Background: an optimization exercise with open tools, aiming at small area, a short achievable clock period and few clock cycles per item. Do not read the settings as production practice.
Where RTL was checked, it was by simulation tests only, not by an equivalence proof against the original.
Only the layout flow was run in run 1; the RTL was not checked for function there.

==> flow/design.v, too long to show whole: its modules and the start of the top module <==
// module dot9: 3503 lines
// module cnn_top: 253 lines
module cnn_top
#(
    parameter int RELU_SHIFT = 4
)
(
    input  logic            clk,
    input  logic            resetn,
    input  logic            weight_tvalid,
    output logic            weight_tready,
    input  cnn_pkg::pixel_t weight_tdata,
    input  logic            image_tvalid,
    output logic            image_tready,
    input  cnn_pkg::pixel_t image_tdata,
    output logic            result_tvalid,
    input  logic            result_tready,
    output cnn_pkg::acc_t   result_tdata,
    output logic            result_tlast
);
  // ...
==> flow/run.sh <==
#!/bin/bash
# synth_recipe.tcl (not shown) runs the flow's synth.tcl, then flattens the netlist and writes it again
# the make line also repeats each setting of config.mk as NAME=value (left out here)
make -C /OpenROAD-flow-scripts/flow DESIGN_CONFIG=/design/flow/config.mk WORK_HOME=/design/flow/orfs CLKGATE_MAP_FILE= SYNTH_SCRIPT=/design/flow/synth_recipe.tcl finish
==> flow/config.mk <==
export PLATFORM = sky130hd
export DESIGN_NAME = cnn_top
export DESIGN_NICKNAME = cnn_top
export VERILOG_FILES = /design/flow/design.v
export SDC_FILE = /design/flow/constraint.sdc
export NUM_CORES = 4
export LEC_CHECK = 0
export CAP_MARGIN = 20
export CORE_MARGIN = 2
export CORE_UTILIZATION = 40
export SLEW_MARGIN = 20
==> flow/constraint.sdc <==
create_clock -name core_clock -period 11.0 [get_ports {clk}]
set_input_delay 2.2000 -clock core_clock [delete_from_list [all_inputs] [get_ports {clk}]]
set_output_delay 2.2000 -clock core_clock [all_outputs]
set_load 0.01 [all_outputs]
==> summary.md, run 1 <==
| Metric | Value |
|---|---|
| CP max-delay cell | mux2i_1 |
| Layout Cell Area excl Fill | 64900 sq um |
| CTS root buffer | clkbuf_16 |
| Rel. slew slack | 16.5% |
| Hold Vio Cnt, Final | 0 |
| Number of flip-flops in the largest register | 256 |
| Top post-synthesis cells by count | inv_1, fa_1, edfxtp_1, nand2_1, and2_1 |
| Synthesized area | 58900 sq um |
| Multi-input combinational area share | 50.5% |
| Register area | 21100 sq um |
| Cells on Worst Hold Path | 0 |
| Core area | 146000 sq um |
| Post-route core utilization | 44.5% |
| Signal buffers | 122 |
| Met2 wire length | 81.9 mm |
| Cts-stage hold buffer count | 0 |
| Post-synthesis area per instance | 11.8 sq um |
| Outcome | finished clean |
| Crit start category | flop |
| Die Y | 388 um |
| Post-cts gate resize count | 0 |
| Commonest cells after routing, fill and taps aside | inv_1, fa_1, edfxtp_1 |
| FF-to-FF End | u_dot0.r1724 |
| Critical Path Start | cv |
| Hold worst-path end | s1_last |
| Worst-path cell chain | buf_12, mux2i_1, nor2_1, fa_1, fa_1, inv_1, fa_1, fa_1, inv_1, fa_1, inv_1, fa_1, fa_1, fa_1, inv_1, fa_1 |
| Routed wire length per instance | 25.8 um |
| Reg clk slew, reported paths | 60 ps |
| CTS Sinks | 748 |
| Final setup TNS | 0 ps |
| Post-Layout Cell Count | 7088 |
| FF+latch count | 748 |
| Number of synthesized flops with an enable pin | 595 |
| Adder-cell share of the synthesized area | 39.0% |
| Multi-Input Combinational | 2916 |
==> run 2: changes to the inputs <==
--- a/flow/design.v
+++ b/flow/design.v
@@ -1604,116 +1604,116 @@
     logic s1561;
     logic c1562;
     logic s1563;
     logic c1564;
     logic s1565;
     logic c1566;
     logic s1567;
     logic c1568;
-    logic s1569;
-    logic c1570;
-    logic s1571;
-    logic c1572;
-    logic s1573;
-    logic c1574;
-    logic s1575;
-    logic c1576;
-    logic s1577;
-    logic c1578;
-    logic s1579;
-    logic c1580;
-    logic s1581;
-    logic c1582;
-    logic s1583;
-    logic c1584;
-    logic s1585;
-    logic c1586;
-    logic s1587;
-    logic c1588;
-    logic s1589;
-    logic c1590;
-    logic s1591;
-    logic c1592;
-    logic s1593;
-    logic c1594;
-    logic s1595;
-    logic c1596;
-    logic s1597;
-    logic c1598;
-    logic s1599;
-    logic c1600;
-    logic s1601;
-    logic c1602;
-    logic s1603;
-    logic c1604;
-    logic s1605;
-    logic c1606;
-    logic s1607;
-    logic c1608;
-    logic s1609;
-    logic c1610;
-    logic s1611;
-    logic c1612;
-    logic s1613;
-    logic c1614;
-    logic s1615;
-    logic c1616;
-    logic s1617;
-    logic c1618;
-    logic s1619;
-    logic c1620;
-    logic s1621;
-    logic c1622;
-    logic s1623;
-    logic c1624;
-    logic s1625;
-    logic c1626;
-    logic s1627;
-    logic c1628;
-    logic s1629;
-    logic c1630;
-    logic s1631;
-    logic c1632;
-    logic s1633;
-    logic c1634;
-    logic s1635;
-    logic c1636;
-    logic s1637;
-    logic c1638;
-    logic s1639;
-    logic c1640;
-    logic s1641;
-    logic c1642;
-    logic s1643;
-    logic c1644;
-    logic s1645;
-    logic c1646;
-    logic s1647;
-    logic c1648;
-    logic s1649;
-    logic c1650;
-    logic s1651;
-    logic c1652;
-    logic s1653;
-    logic c1654;
-    logic s1655;
-    logic c1656;
-    logic s1657;
-    logic c1658;
-    logic s1659;
-    logic c1660;
-    logic s1661;
-    logic c1662;
-    logic s1663;
-    logic c1664;
-    logic s1665;
-    logic c1666;
-    logic s1667;
-    logic c1668;
+    logic r1569;
+    logic r1570;
+    logic r1571;
+    logic r1572;
+    logic r1573;
+    logic r1574;
+    logic r1575;
+    logic r1576;
+    logic r1577;
+    logic r1578;
+    logic r1579;
+    logic r1580;
+    logic r1581;
+    logic r1582;
+    logic r1583;
+    logic r1584;
+    logic r1585;
+    logic r1586;
+    logic r1587;
+    logic r1588;
+    logic r1589;
+    logic r1590;
+    logic r1591;
+    logic r1592;
+    logic r1593;
+    logic r1594;
+    logic r1595;
+    logic r1596;
+    logic r1597;
+    logic r1598;
+    logic r1599;
+    logic r1600;
+    logic r1601;
+    logic r1602;
+    logic r1603;
+    logic r1604;
+    logic r1605;
+    logic r1606;
+    logic r1607;
+    logic r1608;
+    logic r1609;
+    logic r1610;
+    logic r1611;
+    logic r1612;
+    logic r1613;
+    logic r1614;
+    logic r1615;
+    logic r1616;
+    logic r1617;
+    logic r1618;
+    logic r1619;
+    logic r1620;
+    logic r1621;
+    logic r1622;
+    logic r1623;
+    logic r1624;
+    logic r1625;
+    logic r1626;
+    logic r1627;
+    logic r1628;
+    logic r1629;
+    logic r1630;
+    logic r1631;
+    logic r1632;
+    logic r1633;
+    logic r1634;
+    logic r1635;
+    logic r1636;
+    logic r1637;
+    logic r1638;
+    logic r1639;
+    logic r1640;
+    logic r1641;
+    logic r1642;
+    logic r1643;
+    logic r1644;
+    logic r1645;
+    logic r1646;
+    logic r1647;
+    logic r1648;
+    logic r1649;
+    logic r1650;
+    logic r1651;
+    logic r1652;
+    logic r1653;
+    logic r1654;
+    logic r1655;
+    logic r1656;
+    logic r1657;
+    logic r1658;
+    logic r1659;
+    logic r1660;
+    logic r1661;
+    logic r1662;
+    logic r1663;
+    logic r1664;
+    logic r1665;
+    logic r1666;
+    logic r1667;
+    logic r1668;
     logic s1669;
     logic c1670;
     logic s1671;
     logic c1672;
     logic s1673;
     logic c1674;
     logic s1675;
     logic c1676;
@@ -1742,54 +1742,116 @@
     logic s1699;
     logic c1700;
     logic s1701;
     logic c1702;
     logic s1703;
     logic c1704;
     logic s1705;
     logic c1706;
-    logic r1707;
-    logic r1708;
-    logic r1709;
-    logic r1710;
-    logic r1711;
-    logic r1712;
-    logic r1713;
-    logic r1714;
-    logic r1715;
-    logic r1716;
-    logic r1717;
-    logic r1718;
-    logic r1719;
-    logic r1720;
-    logic r1721;
-    logic r1722;
-    logic r1723;
-    logic r1724;
-    logic r1725;
-    logic r1726;
-    logic r1727;
-    logic r1728;
-    logic r1729;
-    logic r1730;
-    logic r1731;
-    logic r1732;
-    logic r1733;
-    logic r1734;
-    logic r1735;
-    logic r1736;
-    logic r1737;
-    logic r1738;
-    logic r1739;
-    logic r1740;
-    logic r1741;
-    logic r1742;
-    logic r1743;
-    logic r1744;
+    logic s1707;
+    logic c1708;
+    logic s1709;
+    logic c1710;
+    logic s1711;
+    logic c1712;
+    logic s1713;
+    logic c1714;
+    logic s1715;
+    logic c1716;
+    logic s1717;
+    logic c1718;
+    logic s1719;
+    logic c1720;
+    logic s1721;
+    logic c1722;
+    logic s1723;
+    logic c1724;
+    logic s1725;
+    logic c1726;
+    logic s1727;
+    logic c1728;
+    logic s1729;
+    logic c1730;
+    logic s1731;
+    logic c1732;
+    logic s1733;
+    logic c1734;
+    logic s1735;
+    logic c1736;
+    logic s1737;
+    logic c1738;
+    logic s1739;
+    logic c1740;
+    logic s1741;
+    logic c1742;
+    logic s1743;
+    logic c1744;
+    logic s1745;
+    logic c1746;
+    logic s1747;
+    logic c1748;
+    logic s1749;
+    logic c1750;
+    logic s1751;
+    logic c1752;
+    logic s1753;
+    logic c1754;
+    logic s1755;
+    logic c1756;
+    logic s1757;
+    logic c1758;
+    logic s1759;
+    logic c1760;
+    logic s1761;
+    logic c1762;
+    logic s1763;
+    logic c1764;
+    logic s1765;
+    logic c1766;
+    logic s1767;
+    logic c1768;
+    logic s1769;
+    logic c1770;
+    logic s1771;
+    logic c1772;
+    logic s1773;
+    logic c1774;
+    logic s1775;
+    logic c1776;
+    logic s1777;
+    logic c1778;
+    logic s1779;
+    logic c1780;
+    logic s1781;
+    logic c1782;
+    logic s1783;
+    logic c1784;
+    logic s1785;
+    logic c1786;
+    logic s1787;
+    logic c1788;
+    logic s1789;
+    logic c1790;
+    logic s1791;
+    logic c1792;
+    logic s1793;
+    logic c1794;
+    logic s1795;
+    logic c1796;
+    logic s1797;
+    logic c1798;
+    logic s1799;
+    logic c1800;
+    logic s1801;
+    logic c1802;
+    logic s1803;
+    logic c1804;
+    logic s1805;
+    logic c1806;
     logic [18:0] ra, rb;
     assign pp1 = a[0] & b[0];
     assign pp2 = a[0] & b[1];
     assign pp3 = a[0] & b[2];
     assign pp4 = a[0] & b[3];
     assign pp5 = a[0] & b[4];
     assign pp6 = a[0] & b[5];
     assign pp7 = a[0] & b[6];
@@ -3349,197 +3411,259 @@
     assign s1561 = s1469 ^ s1471 ^ pp576;
     assign c1562 = (s1469 & s1471) | (s1469 & pp576) | (s1471 & pp576);
     assign s1563 = c1466 ^ c1468 ^ c1470;
     assign c1564 = (c1466 & c1468) | (c1466 & c1470) | (c1468 & c1470);
     assign s1565 = c1472 ^ s1473 ^ c1362;
     assign c1566 = (c1472 & s1473) | (c1472 & c1362) | (s1473 & c1362);
     assign s1567 = c1364 ^ c1366 ^ 1'b1;
     assign c1568 = (c1364 & c1366) | (c1364 & 1'b1) | (c1366 & 1'b1);
-    assign s1569 = s1475 ^ s1477 ^ pp321;
-    assign c1570 = (s1475 & s1477) | (s1475 & pp321) | (s1477 & pp321);
-    assign s1571 = c1476 ^ c1478 ^ s1479;
-    assign c1572 = (c1476 & c1478) | (c1476 & s1479) | (c1478 & s1479);
-    assign s1573 = s1481 ^ s1483;
-    assign c1574 = s1481 & s1483;
-    assign s1575 = c1480 ^ c1482 ^ c1484;
-    assign c1576 = (c1480 & c1482) | (c1480 & c1484) | (c1482 & c1484);
-    assign s1577 = s1485 ^ s1487 ^ s1489;
-    assign c1578 = (s1485 & s1487) | (s1485 & s1489) | (s1487 & s1489);
-    assign s1579 = c1486 ^ c1488 ^ c1490;
-    assign c1580 = (c1486 & c1488) | (c1486 & c1490) | (c1488 & c1490);
-    assign s1581 = s1491 ^ s1493 ^ s1495;
-    assign c1582 = (s1491 & s1493) | (s1491 & s1495) | (s1493 & s1495);
-    assign s1583 = c1492 ^ c1494 ^ c1496;
-    assign c1584 = (c1492 & c1494) | (c1492 & c1496) | (c1494 & c1496);
-    assign s1585 = s1497 ^ s1499 ^ s1501;
-    assign c1586 = (s1497 & s1499) | (s1497 & s1501) | (s1499 & s1501);
-    assign s1587 = c1498 ^ c1500 ^ c1502;
-    assign c1588 = (c1498 & c1500) | (c1498 & c1502) | (c1500 & c1502);
-    assign s1589 = s1503 ^ s1505 ^ s1507;
-    assign c1590 = (s1503 & s1505) | (s1503 & s1507) | (s1505 & s1507);
-    assign s1591 = c1504 ^ c1506 ^ c1508;
-    assign c1592 = (c1504 & c1506) | (c1504 & c1508) | (c1506 & c1508);
-    assign s1593 = s1509 ^ s1511 ^ s1513;
-    assign c1594 = (s1509 & s1511) | (s1509 & s1513) | (s1511 & s1513);
-    assign s1595 = c1510 ^ c1512 ^ c1514;
-    assign c1596 = (c1510 & c1512) | (c1510 & c1514) | (c1512 & c1514);
-    assign s1597 = s1515 ^ s1517 ^ s1519;
-    assign c1598 = (s1515 & s1517) | (s1515 & s1519) | (s1517 & s1519);
-    assign s1599 = c1516 ^ c1518 ^ c1520;
-    assign c1600 = (c1516 & c1518) | (c1516 & c1520) | (c1518 & c1520);
-    assign s1601 = s1521 ^ s1523 ^ s1525;
-    assign c1602 = (s1521 & s1523) | (s1521 & s1525) | (s1523 & s1525);
-    assign s1603 = c1522 ^ c1524 ^ c1526;
-    assign c1604 = (c1522 & c1524) | (c1522 & c1526) | (c1524 & c1526);
-    assign s1605 = s1527 ^ s1529 ^ s1531;
-    assign c1606 = (s1527 & s1529) | (s1527 & s1531) | (s1529 & s1531);
-    assign s1607 = c1528 ^ c1530 ^ c1532;
-    assign c1608 = (c1528 & c1530) | (c1528 & c1532) | (c1530 & c1532);
-    assign s1609 = s1533 ^ s1535 ^ s1537;
-    assign c1610 = (s1533 & s1535) | (s1533 & s1537) | (s1535 & s1537);
-    assign s1611 = c1534 ^ c1536 ^ c1538;
-    assign c1612 = (c1534 & c1536) | (c1534 & c1538) | (c1536 & c1538);
-    assign s1613 = s1539 ^ s1541 ^ s1543;
-    assign c1614 = (s1539 & s1541) | (s1539 & s1543) | (s1541 & s1543);
-    assign s1615 = c1540 ^ c1542 ^ c1544;
-    assign c1616 = (c1540 & c1542) | (c1540 & c1544) | (c1542 & c1544);
-    assign s1617 = s1545 ^ s1547 ^ s1549;
-    assign c1618 = (s1545 & s1547) | (s1545 & s1549) | (s1547 & s1549);
-    assign s1619 = c1546 ^ c1548 ^ c1550;
-    assign c1620 = (c1546 & c1548) | (c1546 & c1550) | (c1548 & c1550);
-    assign s1621 = s1551 ^ s1553 ^ s1555;
-    assign c1622 = (s1551 & s1553) | (s1551 & s1555) | (s1553 & s1555);
-    assign s1623 = c1552 ^ c1554 ^ c1556;
-    assign c1624 = (c1552 & c1554) | (c1552 & c1556) | (c1554 & c1556);
-    assign s1625 = s1557 ^ s1559 ^ s1561;
-    assign c1626 = (s1557 & s1559) | (s1557 & s1561) | (s1559 & s1561);
-    assign s1627 = c1558 ^ c1560 ^ c1562;
-    assign c1628 = (c1558 & c1560) | (c1558 & c1562) | (c1560 & c1562);
-    assign s1629 = s1563 ^ s1565 ^ s1567;
-    assign c1630 = (s1563 & s1565) | (s1563 & s1567) | (s1565 & s1567);
-    assign s1631 = c1564 ^ c1566 ^ c1568;
-    assign c1632 = (c1564 & c1566) | (c1564 & c1568) | (c1566 & c1568);
-    assign s1633 = c1474 ^ 1'b1;
-    assign c1634 = c1474 & 1'b1;
-    assign s1635 = s1569 ^ pp385;
-    assign c1636 = s1569 & pp385;
-    assign s1637 = c1570 ^ s1571 ^ s1573;
-    assign c1638 = (c1570 & s1571) | (c1570 & s1573) | (s1571 & s1573);
-    assign s1639 = c1572 ^ c1574 ^ s1575;
-    assign c1640 = (c1572 & c1574) | (c1572 & s1575) | (c1574 & s1575);
-    assign s1641 = c1576 ^ c1578 ^ s1579;
-    assign c1642 = (c1576 & c1578) | (c1576 & s1579) | (c1578 & s1579);
-    assign s1643 = c1580 ^ c1582 ^ s1583;
-    assign c1644 = (c1580 & c1582) | (c1580 & s1583) | (c1582 & s1583);
-    assign s1645 = c1584 ^ c1586 ^ s1587;
-    assign c1646 = (c1584 & c1586) | (c1584 & s1587) | (c1586 & s1587);
-    assign s1647 = c1588 ^ c1590 ^ s1591;
-    assign c1648 = (c1588 & c1590) | (c1588 & s1591) | (c1590 & s1591);
-    assign s1649 = c1592 ^ c1594 ^ s1595;
-    assign c1650 = (c1592 & c1594) | (c1592 & s1595) | (c1594 & s1595);
-    assign s1651 = c1596 ^ c1598 ^ s1599;
-    assign c1652 = (c1596 & c1598) | (c1596 & s1599) | (c1598 & s1599);
-    assign s1653 = c1600 ^ c1602 ^ s1603;
-    assign c1654 = (c1600 & c1602) | (c1600 & s1603) | (c1602 & s1603);
-    assign s1655 = c1604 ^ c1606 ^ s1607;
-    assign c1656 = (c1604 & c1606) | (c1604 & s1607) | (c1606 & s1607);
-    assign s1657 = c1608 ^ c1610 ^ s1611;
-    assign c1658 = (c1608 & c1610) | (c1608 & s1611) | (c1610 & s1611);
-    assign s1659 = c1612 ^ c1614 ^ s1615;
-    assign c1660 = (c1612 & c1614) | (c1612 & s1615) | (c1614 & s1615);
-    assign s1661 = c1616 ^ c1618 ^ s1619;
-    assign c1662 = (c1616 & c1618) | (c1616 & s1619) | (c1618 & s1619);
-    assign s1663 = c1620 ^ c1622 ^ s1623;
-    assign c1664 = (c1620 & c1622) | (c1620 & s1623) | (c1622 & s1623);
-    assign s1665 = c1624 ^ c1626 ^ s1627;
-    assign c1666 = (c1624 & c1626) | (c1624 & s1627) | (c1626 & s1627);
-    assign s1667 = c1628 ^ c1630 ^ s1631;
-    assign c1668 = (c1628 & c1630) | (c1628 & s1631) | (c1630 & s1631);
-    assign s1669 = c1632 ^ c1634;
-    assign c1670 = c1632 & c1634;
-    assign s1671 = s1635 ^ pp449;
-    assign c1672 = s1635 & pp449;
-    assign s1673 = c1636 ^ s1637 ^ pp521;
-    assign c1674 = (c1636 & s1637) | (c1636 & pp521) | (s1637 & pp521);
-    assign s1675 = c1638 ^ s1639 ^ s1577;
-    assign c1676 = (c1638 & s1639) | (c1638 & s1577) | (s1639 & s1577);
-    assign s1677 = c1640 ^ s1641 ^ s1581;
-    assign c1678 = (c1640 & s1641) | (c1640 & s1581) | (s1641 & s1581);
-    assign s1679 = c1642 ^ s1643 ^ s1585;
-    assign c1680 = (c1642 & s1643) | (c1642 & s1585) | (s1643 & s1585);
-    assign s1681 = c1644 ^ s1645 ^ s1589;
-    assign c1682 = (c1644 & s1645) | (c1644 & s1589) | (s1645 & s1589);
-    assign s1683 = c1646 ^ s1647 ^ s1593;
-    assign c1684 = (c1646 & s1647) | (c1646 & s1593) | (s1647 & s1593);
-    assign s1685 = c1648 ^ s1649 ^ s1597;
-    assign c1686 = (c1648 & s1649) | (c1648 & s1597) | (s1649 & s1597);
-    assign s1687 = c1650 ^ s1651 ^ s1601;
-    assign c1688 = (c1650 & s1651) | (c1650 & s1601) | (s1651 & s1601);
-    assign s1689 = c1652 ^ s1653 ^ s1605;
-    assign c1690 = (c1652 & s1653) | (c1652 & s1605) | (s1653 & s1605);
-    assign s1691 = c1654 ^ s1655 ^ s1609;
-    assign c1692 = (c1654 & s1655) | (c1654 & s1609) | (s1655 & s1609);
-    assign s1693 = c1656 ^ s1657 ^ s1613;
-    assign c1694 = (c1656 & s1657) | (c1656 & s1613) | (s1657 & s1613);
-    assign s1695 = c1658 ^ s1659 ^ s1617;
-    assign c1696 = (c1658 & s1659) | (c1658 & s1617) | (s1659 & s1617);
-    assign s1697 = c1660 ^ s1661 ^ s1621;
-    assign c1698 = (c1660 & s1661) | (c1660 & s1621) | (s1661 & s1621);
-    assign s1699 = c1662 ^ s1663 ^ s1625;
-    assign c1700 = (c1662 & s1663) | (c1662 & s1625) | (s1663 & s1625);
-    assign s1701 = c1664 ^ s1665 ^ s1629;
-    assign c1702 = (c1664 & s1665) | (c1664 & s1629) | (s1665 & s1629);
-    assign s1703 = c1666 ^ s1667 ^ s1633;
-    assign c1704 = (c1666 & s1667) | (c1666 & s1633) | (s1667 & s1633);
-    assign s1705 = c1668 ^ s1669 ^ 1'b1;
-    assign c1706 = (c1668 & s1669) | (c1668 & 1'b1) | (s1669 & 1'b1);
+    assign s1669 = r1569 ^ r1570 ^ r1571;
+    assign c1670 = (r1569 & r1570) | (r1569 & r1571) | (r1570 & r1571);
+    assign s1671 = r1575 ^ r1576 ^ r1577;
+    assign c1672 = (r1575 & r1576) | (r1575 & r1577) | (r1576 & r1577);
+    assign s1673 = r1578 ^ r1579;
+    assign c1674 = r1578 & r1579;
+    assign s1675 = r1581 ^ r1582 ^ r1583;
+    assign c1676 = (r1581 & r1582) | (r1581 & r1583) | (r1582 & r1583);
+    assign s1677 = r1584 ^ r1585 ^ r1586;
+    assign c1678 = (r1584 & r1585) | (r1584 & r1586) | (r1585 & r1586);
+    assign s1679 = r1587 ^ r1588 ^ r1589;
+    assign c1680 = (r1587 & r1588) | (r1587 & r1589) | (r1588 & r1589);
+    assign s1681 = r1590 ^ r1591 ^ r1592;
+    assign c1682 = (r1590 & r1591) | (r1590 & r1592) | (r1591 & r1592);
+    assign s1683 = r1593 ^ r1594 ^ r1595;
+    assign c1684 = (r1593 & r1594) | (r1593 & r1595) | (r1594 & r1595);
+    assign s1685 = r1596 ^ r1597 ^ r1598;
+    assign c1686 = (r1596 & r1597) | (r1596 & r1598) | (r1597 & r1598);
+    assign s1687 = r1599 ^ r1600 ^ r1601;
+    assign c1688 = (r1599 & r1600) | (r1599 & r1601) | (r1600 & r1601);
+    assign s1689 = r1602 ^ r1603 ^ r1604;
+    assign c1690 = (r1602 & r1603) | (r1602 & r1604) | (r1603 & r1604);
+    assign s1691 = r1605 ^ r1606 ^ r1607;
+    assign c1692 = (r1605 & r1606) | (r1605 & r1607) | (r1606 & r1607);
+    assign s1693 = r1608 ^ r1609 ^ r1610;
+    assign c1694 = (r1608 & r1609) | (r1608 & r1610) | (r1609 & r1610);
+    assign s1695 = r1611 ^ r1612 ^ r1613;
+    assign c1696 = (r1611 & r1612) | (r1611 & r1613) | (r1612 & r1613);
+    assign s1697 = r1614 ^ r1615 ^ r1616;
+    assign c1698 = (r1614 & r1615) | (r1614 & r1616) | (r1615 & r1616);
+    assign s1699 = r1617 ^ r1618 ^ r1619;
+    assign c1700 = (r1617 & r1618) | (r1617 & r1619) | (r1618 & r1619);
+    assign s1701 = r1620 ^ r1621 ^ r1622;
+    assign c1702 = (r1620 & r1621) | (r1620 & r1622) | (r1621 & r1622);
+    assign s1703 = r1623 ^ r1624 ^ r1625;
+    assign c1704 = (r1623 & r1624) | (r1623 & r1625) | (r1624 & r1625);
+    assign s1705 = r1626 ^ r1627 ^ r1628;
+    assign c1706 = (r1626 & r1627) | (r1626 & r1628) | (r1627 & r1628);
+    assign s1707 = r1629 ^ r1630 ^ r1631;
+    assign c1708 = (r1629 & r1630) | (r1629 & r1631) | (r1630 & r1631);
+    assign s1709 = r1632 ^ r1633 ^ r1634;
+    assign c1710 = (r1632 & r1633) | (r1632 & r1634) | (r1633 & r1634);
+    assign s1711 = r1635 ^ r1636 ^ r1637;
+    assign c1712 = (r1635 & r1636) | (r1635 & r1637) | (r1636 & r1637);
+    assign s1713 = r1638 ^ r1639 ^ r1640;
+    assign c1714 = (r1638 & r1639) | (r1638 & r1640) | (r1639 & r1640);
+    assign s1715 = r1641 ^ r1642 ^ r1643;
+    assign c1716 = (r1641 & r1642) | (r1641 & r1643) | (r1642 & r1643);
+    assign s1717 = r1644 ^ r1645 ^ r1646;
+    assign c1718 = (r1644 & r1645) | (r1644 & r1646) | (r1645 & r1646);
+    assign s1719 = r1647 ^ r1648 ^ r1649;
+    assign c1720 = (r1647 & r1648) | (r1647 & r1649) | (r1648 & r1649);
+    assign s1721 = r1650 ^ r1651 ^ r1652;
+    assign c1722 = (r1650 & r1651) | (r1650 & r1652) | (r1651 & r1652);
+    assign s1723 = r1653 ^ r1654 ^ r1655;
+    assign c1724 = (r1653 & r1654) | (r1653 & r1655) | (r1654 & r1655);
+    assign s1725 = r1656 ^ r1657 ^ r1658;
+    assign c1726 = (r1656 & r1657) | (r1656 & r1658) | (r1657 & r1658);
+    assign s1727 = r1659 ^ r1660 ^ r1661;
+    assign c1728 = (r1659 & r1660) | (r1659 & r1661) | (r1660 & r1661);
+    assign s1729 = r1662 ^ r1663 ^ r1664;
+    assign c1730 = (r1662 & r1663) | (r1662 & r1664) | (r1663 & r1664);
+    assign s1731 = r1665 ^ r1666 ^ r1667;
+    assign c1732 = (r1665 & r1666) | (r1665 & r1667) | (r1666 & r1667);
+    assign s1733 = r1668 ^ 1'b1;
+    assign c1734 = r1668 & 1'b1;
+    assign s1735 = s1669 ^ r1572;
+    assign c1736 = s1669 & r1572;
+    assign s1737 = c1670 ^ s1671 ^ s1673;
+    assign c1738 = (c1670 & s1671) | (c1670 & s1673) | (s1671 & s1673);
+    assign s1739 = c1672 ^ c1674 ^ s1675;
+    assign c1740 = (c1672 & c1674) | (c1672 & s1675) | (c1674 & s1675);
+    assign s1741 = c1676 ^ c1678 ^ s1679;
+    assign c1742 = (c1676 & c1678) | (c1676 & s1679) | (c1678 & s1679);
+    assign s1743 = c1680 ^ c1682 ^ s1683;
+    assign c1744 = (c1680 & c1682) | (c1680 & s1683) | (c1682 & s1683);
+    assign s1745 = c1684 ^ c1686 ^ s1687;
+    assign c1746 = (c1684 & c1686) | (c1684 & s1687) | (c1686 & s1687);
+    assign s1747 = c1688 ^ c1690 ^ s1691;
+    assign c1748 = (c1688 & c1690) | (c1688 & s1691) | (c1690 & s1691);
+    assign s1749 = c1692 ^ c1694 ^ s1695;
+    assign c1750 = (c1692 & c1694) | (c1692 & s1695) | (c1694 & s1695);
+    assign s1751 = c1696 ^ c1698 ^ s1699;
+    assign c1752 = (c1696 & c1698) | (c1696 & s1699) | (c1698 & s1699);
+    assign s1753 = c1700 ^ c1702 ^ s1703;
+    assign c1754 = (c1700 & c1702) | (c1700 & s1703) | (c1702 & s1703);
+    assign s1755 = c1704 ^ c1706 ^ s1707;
+    assign c1756 = (c1704 & c1706) | (c1704 & s1707) | (c1706 & s1707);
+    assign s1757 = c1708 ^ c1710 ^ s1711;
+    assign c1758 = (c1708 & c1710) | (c1708 & s1711) | (c1710 & s1711);
+    assign s1759 = c1712 ^ c1714 ^ s1715;
+    assign c1760 = (c1712 & c1714) | (c1712 & s1715) | (c1714 & s1715);
+    assign s1761 = c1716 ^ c1718 ^ s1719;
+    assign c1762 = (c1716 & c1718) | (c1716 & s1719) | (c1718 & s1719);
+    assign s1763 = c1720 ^ c1722 ^ s1723;
+    assign c1764 = (c1720 & c1722) | (c1720 & s1723) | (c1722 & s1723);
+    assign s1765 = c1724 ^ c1726 ^ s1727;
+    assign c1766 = (c1724 & c1726) | (c1724 & s1727) | (c1726 & s1727);
+    assign s1767 = c1728 ^ c1730 ^ s1731;
+    assign c1768 = (c1728 & c1730) | (c1728 & s1731) | (c1730 & s1731);
+    assign s1769 = c1732 ^ c1734;
+    assign c1770 = c1732 & c1734;
+    assign s1771 = s1735 ^ r1573;
+    assign c1772 = s1735 & r1573;
+    assign s1773 = c1736 ^ s1737 ^ r1580;
+    assign c1774 = (c1736 & s1737) | (c1736 & r1580) | (s1737 & r1580);
+    assign s1775 = c1738 ^ s1739 ^ s1677;
+    assign c1776 = (c1738 & s1739) | (c1738 & s1677) | (s1739 & s1677);
+    assign s1777 = c1740 ^ s1741 ^ s1681;
+    assign c1778 = (c1740 & s1741) | (c1740 & s1681) | (s1741 & s1681);
+    assign s1779 = c1742 ^ s1743 ^ s1685;
+    assign c1780 = (c1742 & s1743) | (c1742 & s1685) | (s1743 & s1685);
+    assign s1781 = c1744 ^ s1745 ^ s1689;
+    assign c1782 = (c1744 & s1745) | (c1744 & s1689) | (s1745 & s1689);
+    assign s1783 = c1746 ^ s1747 ^ s1693;
+    assign c1784 = (c1746 & s1747) | (c1746 & s1693) | (s1747 & s1693);
+    assign s1785 = c1748 ^ s1749 ^ s1697;
+    assign c1786 = (c1748 & s1749) | (c1748 & s1697) | (s1749 & s1697);
+    assign s1787 = c1750 ^ s1751 ^ s1701;
+    assign c1788 = (c1750 & s1751) | (c1750 & s1701) | (s1751 & s1701);
+    assign s1789 = c1752 ^ s1753 ^ s1705;
+    assign c1790 = (c1752 & s1753) | (c1752 & s1705) | (s1753 & s1705);
+    assign s1791 = c1754 ^ s1755 ^ s1709;
+    assign c1792 = (c1754 & s1755) | (c1754 & s1709) | (s1755 & s1709);
+    assign s1793 = c1756 ^ s1757 ^ s1713;
+    assign c1794 = (c1756 & s1757) | (c1756 & s1713) | (s1757 & s1713);
+    assign s1795 = c1758 ^ s1759 ^ s1717;
+    assign c1796 = (c1758 & s1759) | (c1758 & s1717) | (s1759 & s1717);
+    assign s1797 = c1760 ^ s1761 ^ s1721;
+    assign c1798 = (c1760 & s1761) | (c1760 & s1721) | (s1761 & s1721);
+    assign s1799 = c1762 ^ s1763 ^ s1725;
+    assign c1800 = (c1762 & s1763) | (c1762 & s1725) | (s1763 & s1725);
+    assign s1801 = c1764 ^ s1765 ^ s1729;
+    assign c1802 = (c1764 & s1765) | (c1764 & s1729) | (s1765 & s1729);
+    assign s1803 = c1766 ^ s1767 ^ s1733;
+    assign c1804 = (c1766 & s1767) | (c1766 & s1733) | (s1767 & s1733);
+    assign s1805 = c1768 ^ s1769 ^ 1'b1;
+    assign c1806 = (c1768 & s1769) | (c1768 & 1'b1) | (s1769 & 1'b1);
     always_ff @(posedge clk)
     begin
-        r1707 <= s1671;
-        r1708 <= pp513;
-        r1709 <= c1672;
-        r1710 <= s1673;
-        r1711 <= c1674;
-        r1712 <= s1675;
-        r1713 <= c1676;
-        r1714 <= s1677;
-        r1715 <= c1678;
-        r1716 <= s1679;
-        r1717 <= c1680;
-        r1718 <= s1681;
-        r1719 <= c1682;
-        r1720 <= s1683;
-        r1721 <= c1684;
-        r1722 <= s1685;
-        r1723 <= c1686;
-        r1724 <= s1687;
-        r1725 <= c1688;
-        r1726 <= s1689;
-        r1727 <= c1690;
-        r1728 <= s1691;
-        r1729 <= c1692;
-        r1730 <= s1693;
-        r1731 <= c1694;
-        r1732 <= s1695;
-        r1733 <= c1696;
-        r1734 <= s1697;
-        r1735 <= c1698;
-        r1736 <= s1699;
-        r1737 <= c1700;
-        r1738 <= s1701;
-        r1739 <= c1702;
-        r1740 <= s1703;
-        r1741 <= c1704;
-        r1742 <= s1705;
-        r1743 <= c1706;
-        r1744 <= c1670;
+        r1569 <= s1475;
+        r1570 <= s1477;
+        r1571 <= pp321;
+        r1572 <= pp385;
+        r1573 <= pp449;
+        r1574 <= pp513;
+        r1575 <= c1476;
+        r1576 <= c1478;
+        r1577 <= s1479;
+        r1578 <= s1481;
+        r1579 <= s1483;
+        r1580 <= pp521;
+        r1581 <= c1480;
+        r1582 <= c1482;
+        r1583 <= c1484;
+        r1584 <= s1485;
+        r1585 <= s1487;
+        r1586 <= s1489;
+        r1587 <= c1486;
+        r1588 <= c1488;
+        r1589 <= c1490;
+        r1590 <= s1491;
+        r1591 <= s1493;
+        r1592 <= s1495;
+        r1593 <= c1492;
+        r1594 <= c1494;
+        r1595 <= c1496;
+        r1596 <= s1497;
+        r1597 <= s1499;
+        r1598 <= s1501;
+        r1599 <= c1498;
+        r1600 <= c1500;
+        r1601 <= c1502;
+        r1602 <= s1503;
+        r1603 <= s1505;
+        r1604 <= s1507;
+        r1605 <= c1504;
+        r1606 <= c1506;
+        r1607 <= c1508;
+        r1608 <= s1509;
+        r1609 <= s1511;
+        r1610 <= s1513;
+        r1611 <= c1510;
+        r1612 <= c1512;
+        r1613 <= c1514;
+        r1614 <= s1515;
+        r1615 <= s1517;
+        r1616 <= s1519;
+        r1617 <= c1516;
+        r1618 <= c1518;
+        r1619 <= c1520;
+        r1620 <= s1521;
+        r1621 <= s1523;
+        r1622 <= s1525;
+        r1623 <= c1522;
+        r1624 <= c1524;
+        r1625 <= c1526;
+        r1626 <= s1527;
+        r1627 <= s1529;
+        r1628 <= s1531;
+        r1629 <= c1528;
+        r1630 <= c1530;
+        r1631 <= c1532;
+        r1632 <= s1533;
+        r1633 <= s1535;
+        r1634 <= s1537;
+        r1635 <= c1534;
+        r1636 <= c1536;
+        r1637 <= c1538;
+        r1638 <= s1539;
+        r1639 <= s1541;
+        r1640 <= s1543;
+        r1641 <= c1540;
+        r1642 <= c1542;
+        r1643 <= c1544;
+        r1644 <= s1545;
+        r1645 <= s1547;
+        r1646 <= s1549;
+        r1647 <= c1546;
+        r1648 <= c1548;
+        r1649 <= c1550;
+        r1650 <= s1551;
+        r1651 <= s1553;
+        r1652 <= s1555;
+        r1653 <= c1552;
+        r1654 <= c1554;
+        r1655 <= c1556;
+        r1656 <= s1557;
+        r1657 <= s1559;
+        r1658 <= s1561;
+        r1659 <= c1558;
+        r1660 <= c1560;
+        r1661 <= c1562;
+        r1662 <= s1563;
+        r1663 <= s1565;
+        r1664 <= s1567;
+        r1665 <= c1564;
+        r1666 <= c1566;
+        r1667 <= c1568;
+        r1668 <= c1474;
     end
-    assign ra = {r1743, r1741, r1739, r1737, r1735, r1733, r1731, r1729, r1727, r1725, r1723, r1721, r1719, r1717, r1715, r1713, r1711, r1709, r1707};
-    assign rb = {r1744, r1742, r1740, r1738, r1736, r1734, r1732, r1730, r1728, r1726, r1724, r1722, r1720, r1718, r1716, r1714, r1712, r1710, r1708};
+    assign ra = {c1806, c1804, c1802, c1800, c1798, c1796, c1794, c1792, c1790, c1788, c1786, c1784, c1782, c1780, c1778, c1776, c1774, c1772, s1771};
+    assign rb = {c1770, s1805, s1803, s1801, s1799, s1797, s1795, s1793, s1791, s1789, s1787, s1785, s1783, s1781, s1779, s1777, s1775, s1773, r1574};
     assign s = ra + rb;
 endmodule
 `timescale 1ns/1ps
 module cnn_top
 #(
     parameter int RELU_SHIFT = 4
 )
 (
==> summary.md, run 2 <==
| Metric | Value |
|---|---|
| Clock buffer count from CTS | 92 |
| MaxCap Viol Count | 0 |
| Crit Path Category | reg -> reg |
| Post-Layout Cell Count | 7350 (+3.7%) |
| Area leader, netlist | fa_1 |
| I/O pins | 57 |
| CTS root buffer | clkbuf_16 |
| Count leader, synth | inv_1 |
| Via Count | 37738 |
| Layout Cell Area excl Fill | 67700 sq um (+4.2%) |
| PortBufs | 56 |
| Core area | 152000 sq um (+4.3%) |
| # fillers | 14050 |
| Initial antenna violation count | 13 |
| Synthesized Nets | 6349 |
| Top post-synthesis cells by count | inv_1, fa_1, edfxtp_1, nand2_1, and2_1 |
| Total track usage | 25.4% |
| Period utilization | 55.5% |
| Top area cells in the synthesized netlist | fa_1, edfxtp_1, dfxtp_1, inv_1, and2_1 |
| Largest net degree at the start of global routing | 138 |
| Post-cts gate resize count | 0 (unchanged) |
| RD Place Congestion | 0.982 |
| Initial core utilization | 40.3% |
| Synthesized area | 61400 sq um (+4.3%) |
| Maximum clock insertion buffer count | 3 |
| Post-synthesis area per instance | 11.9 sq um (+1.3%) |
| Area occupied by multi-input gates | 32700 sq um |
| Setup repair bufs after CTS | 0 |
| Total Wirelength | 194 mm |
| Initial DRC count | 3736 |
| Clock Latency Late Sink | 730 ps |
| Layout cells sized above 1 | 6.19% |
| Nets | 6447 |
| Yosys top cell area share | 35.2% |
| Commonest non-fill, non-tap cell in the layout | inv_1 |
| Area grow syn2layout | 10.2% |
| Routed wire length per instance | 26.4 um (+2.6%) |
| Synthesized flop and latch total | 872 |
| TritonCTS clock tree | built |
| Simple-Gate Fraction of Synth Area | 10.4% |
| Final HPWL DP | 155 mm |
| Top FF cell, synth | edfxtp_1 |
| Synth Warn # | 5 |
| Post-route DRC | 0 |
| Largest Register | ln |
| Yosys cell types | 56 |
| Top flop regs | ln x256, cw x144, sr x120 |
| CTS Sinks | 872 (+17%) |
| Dpl cell area | 64500 sq um |
| RSZ-0062 raised after global routing | no |
| First-pass DRT Iterations | 6 |
| Final setup TNS | 0 ps (unchanged) |
| Overflow after GRT | 0 |
| Reg clk slew, reported paths | 70 ps (about the same) |
| Post-layout min period | 6100 ps |
| Min-Delay Path Class | reg -> reg |
| First-pass GRT wire length | 283 mm |
| Chip width | 396 um |
| Clock H-tree levels | 3 |
| Register area share after synthesis | 38.4% |
| Mux contribution to synthesized area | 2.39% |
| Die area | 157000 sq um |
| XOR/XNOR share of the synthesized area | 0.585% |
| Asr flop ratio synth | 3.10% |
| F_max | 0.164 GHz |
| Number of flip-flops in the largest register | 256 (unchanged) |
| Largest family of logic cells by synthesized area | adder cells |
| Slew at the pin with the worst max-slew slack | 1230 ps |
| Outcome | finished clean |
| Fin. max-slew vios | 0 |
| Cells after synthesis | 5142 |
| Fin Clk Skew | 30.5 ps |
| Setup violations, final | 0 |
| Worst Path Required | 11620 ps |
| Adder-cell share of the synthesized area | 37.4% (-1.6 points) |
| Die Y | 396 um (+2.1%) |
| Crit start category | flop |
| Number of synthesized flops with an enable pin | 595 (unchanged) |
| Detail Route Antenna Nets | 0 |
| Cts-stage hold buffer count | 0 (unchanged) |
| Register area | 23600 sq um (+12%) |
| Critical path arrival | 6720 ps |
| CP Capture Type | flop |
| Inst Count DP | 7175 |
| Rel. slew slack | 15.7% (-0.74 points) |
| Post-route core utilization | 44.4% (-0.060 points) |
| Vias in the first global route | 40865 |
| Vias per cell | 5.13 |
| Commonest cells after routing, fill and taps aside | inv_1, fa_1, edfxtp_1 |
| Critical Path Fanout Max | 137 |
| Row Count | 143 |
| Hold Vio Cnt, Final | 0 (unchanged) |
| Area fraction in compound gates after synthesis | 2.51% |
[run 2: changes by cell type after synthesis, moves of 6 or more]
cell      delta
nand2b_1    -10
nand2_1     +18
inv_1       +33
and2_1       +9
or2_2       -18
clkbuf_1     -9
dfxtp_1    +124
mux2i_1     -11
nor2_1      -27
nor3_1       -6
a21oi_1     +16
o21ai_0     +13
buf_2        +9
[run 2: final cells by class]
cell class / instances / share of cell area, %
Sequential cell: 872 / 34.8
Antenna cell: 1 / 0.00370
Tap cell: 2030 / 3.75
Clock inverter: 51 / 0.804
Timing Repair Buffer: 111 / 1.51
Inverter: 1250 / 6.94
Multi-Input combinational cell: 2913 / 48.3
Clock buffer: 122 / 3.84
[run 2: worst paths after layout]
check	startpoint	to	slack [ps]	cells after the start
max	cv	u_dot0.r1616	4900	12
min	p1_win[1]	s1_win[1]	320	0
max reg2reg	cv	u_dot0.r1616	4900	12
min reg2reg	p1_win[1]	s1_win[1]	320	0
max in group asynchronous	resetn	wrdy	8810	2
min in group asynchronous	resetn	wcnt[0]	1870	2
[run 2: critical path: stages (launching register included)]
cell	delay [ps]
dfrtp_4	720
buf_12	460
mux2i_1	740
nor2_1	150
fa_1	540
inv_1	60
fa_1	510
fa_1	540
fa_1	520
fa_1	560
inv_1	50
fa_1	500
fa_1	410
[run 2: metrics by stage]
stage	setup WS, ps	hold WS [ps]
finish	4900	320
global placement	5100	313
global route	4670	329
CTS	5010	323
floorplan	2070	310
detailed placement	5000	312
[run 2: metal layers]
| layer | track usage (%) | routed length, um | vias up |
|---|---|---|---|
| li1 | - | - | 15732 |
| met1 | 32.5 | 75600 | 19855 |
| met2 | 40.2 | 89900 | 1671 |
| met3 | 4.94 | 15100 | 478 |
| met4 | 14.6 | 13700 | 2 |
| met5 | 0 | 13 | - |
[run 2: cell families after synthesis]
kind of cell / count (synthesis)
DFF: 872
xor gates and xnor gates: 41
adders and majority gates: 1186
and+or+nand+nor: 1296
muxes: 126
AOI/OAI and AO/OA: 264
buffers and inverters: 1357
Testbench counts of run 2, summed over its fixed seeds: cycles 2,432, images 64.

## what the ideal ports hide
How much do the figures lean on ideal ports? The routed layouts below were timed once more, with nothing changed but the port constraints.
Step 1 (the two cells are an assumption about what drives the block):
set clk [get_ports {clk}]
set_driving_cell -lib_cell sky130_fd_sc_hd__clkbuf_16 $clk
set_driving_cell -lib_cell sky130_fd_sc_hd__buf_2 [delete_from_list [all_inputs] $clk]
Step 2 moves the port delays by t, midway between the first and last clock arrival at a register: inputs arrive t later, outputs are due t later. That takes back most of the time a late clock gives input paths.
Slacks: no drivers / after step 1 / after step 2; pairs: no drivers / after step 1.
run | t (ns) | setup slack, ns | clock arrival spread, ns
run 1 | 0.793 | 3.194 / 3.194 / 3.194 | 0.068 / 0.067
run 2 | 0.797 | 4.896 / 4.896 / 4.896 | 0.031 / 0.031
After both steps setup and hold are still met in every run listed.
